This is an optimization exercise on Yosys and OpenROAD, whose aim is small area and few clock cycles per item, not a production implementation.
The RTL was checked by simulation tests, not by an equivalence proof against the original design.

==> inputs of onyx <==
// poly_horner_pipe
module poly_horner_pipe #(
  parameter int DATA_W   = 18,
  parameter int FRAC_W   = 12,
  parameter int DEGREE   = 4,
  parameter bit SATURATE = 1'b1,
  parameter logic [DATA_W*(DEGREE+1)-1:0] COEF_INIT =
    {18'h3f4ab, 18'h1ec5, 18'h3df43, 18'h1cc8, 18'h82}
) (
  input  logic                          clk,
  input  logic                          async_n,
  input  logic                          in_valid,
  output logic                          in_ready,
  input  logic [DATA_W-1:0]             x_in,
  input  logic                          coef_we,
  input  logic [$clog2(DEGREE+1)-1:0]   coef_addr,
  input  logic [DATA_W-1:0]             coef_wdata,
  input  logic                          coef_swap,
  output logic                          busy,
  output logic                          out_valid,
  input  logic                          out_ready,
  output logic [DATA_W-1:0]             y_out,
  output logic                          ovf_out
);
  logic [4:0][17:0] active, shadow, shadow_n;
  logic [4:0]       dirty, wr, commit;
  logic [3:0]       tok;
  logic             adv, accept;
  logic [4:1]       vld;
  logic [17:0]      pr1, pr2, pr3, pr4;
  logic             of1, of2, of3, of4;
  logic [17:0]      xr1, xr2, xr3;
  assign adv       = !vld[4] || out_ready;
  assign in_ready  = adv;
  assign accept    = in_valid && adv;
  assign busy      = |tok;
  assign out_valid = vld[4];
  always_comb begin
    for (int k = 0; k <= 4; k++) begin
      wr[k]       = coef_we && (coef_addr == 3'(k));
      shadow_n[k] = wr[k] ? coef_wdata : shadow[k];
  ...
==> flow/config.mk <==
export PLATFORM = sky130hd
export DESIGN_NAME = poly_horner_pipe
export DESIGN_NICKNAME = poly_horner_pipe
export VERILOG_FILES = /design/flow/design.v
export SDC_FILE = /design/flow/constraint.sdc
export NUM_CORES = 4
export LEC_CHECK = 0
export CAP_MARGIN = 20
export CORE_MARGIN = 2
export CORE_UTILIZATION = 65
export CTS_BUF_LIST = sky130_fd_sc_hd__clkbuf_4
export CTS_CLUSTER_DIAMETER = 40
export CTS_CLUSTER_SIZE = 8
export SLEW_MARGIN = 20
export SYNTH_HIERARCHICAL = 1
export SYNTH_MINIMUM_KEEP_SIZE = 0
==> flow/constraint.sdc <==
create_clock -name core_clock -period 10.0 [get_ports {clk}]
set_input_delay 2.0000 -clock core_clock [delete_from_list [all_inputs] [get_ports {clk}]]
set_output_delay 2.0000 -clock core_clock [all_outputs]
set_load 0.01 [all_outputs]
run.sh (not shown) runs the stock make flow with config.mk's settings and CLKGATE_MAP_FILE= SYNTH_SCRIPT=/design/flow/synth_recipe.tcl, a recipe that flattens the netlist after the stock synthesis.
==> delta: changes against onyx <==
Settings changed: CAP_MARGIN 20 to 5, CTS_BUF_LIST sky130_fd_sc_hd__clkbuf_4 to not set, CTS_CLUSTER_DIAMETER 40 to not set, CTS_CLUSTER_SIZE 8 to not set, GPL_TIMING_DRIVEN set to 0, SLEW_MARGIN 20 to 5.
==> nickel: changes against onyx <==
Settings changed: CTS_BUF_LIST sky130_fd_sc_hd__clkbuf_4 to sky130_fd_sc_hd__clkbuf_8, CTS_CLUSTER_DIAMETER 40 to 50, CTS_CLUSTER_SIZE 8 to 14.
==> comparison <==
- The highest final cell count belongs to onyx, the lowest to delta.
- Of delta and nickel, nickel has the higher non-clock buffer count (gap 17).
- nickel went through all stages and came out clean. delta completed without violations. onyx passed the timing, design-rule and antenna checks.
- In die area, onyx and delta do not differ.
- Worst hold slack: delta is worse than nickel (2.4 ps).
- The lowest core utilization belongs to nickel, the highest to delta.
- Worst setup slack, highest first: nickel, onyx, delta.
- In synthesized cell count, nickel and delta do not differ.
- Against nickel, the wire length of onyx is higher by about 0.5%.
Testbench counts of onyx, summed over its fixed seeds: cycles 16,032, items 16,000.
Testbench counts of delta, summed over its fixed seeds: cycles 16,032, items 16,000.
Testbench counts of nickel, summed over its fixed seeds: cycles 16,032, items 16,000.

[what the ideal ports hide]
No port has a modelled driver above. Below, the same layouts with a new extraction and two added sets of constraints.
Step 1 assumes that a clkbuf_16 drives the clock port and a buf_2 every other input.
Step 2 also shifts input and output timing later by t, the mid clock arrival at the registers, as if the neighbouring blocks saw the same clock.
a / b / c = ideal / step 1 / step 2; a / b = the first two.
| run | t (ns) | setup slack, ns | hold WS [ns] | worst data-port slew with drivers (ns) |
|---|---|---|---|---|
| onyx | 0.881 | 0.378 / 0.378 / 0.378 | 0.437 / 0.437 / 0.437 | 0.06 |
| delta | 0.613 | 0.374 / 0.374 / 0.374 | 0.436 / 0.436 / 0.436 | 0.04 |
| nickel | 0.676 | 0.467 / 0.467 / 0.467 | 0.438 / 0.438 / 0.438 | 0.07 |
After both steps setup and hold are still met in every run listed.
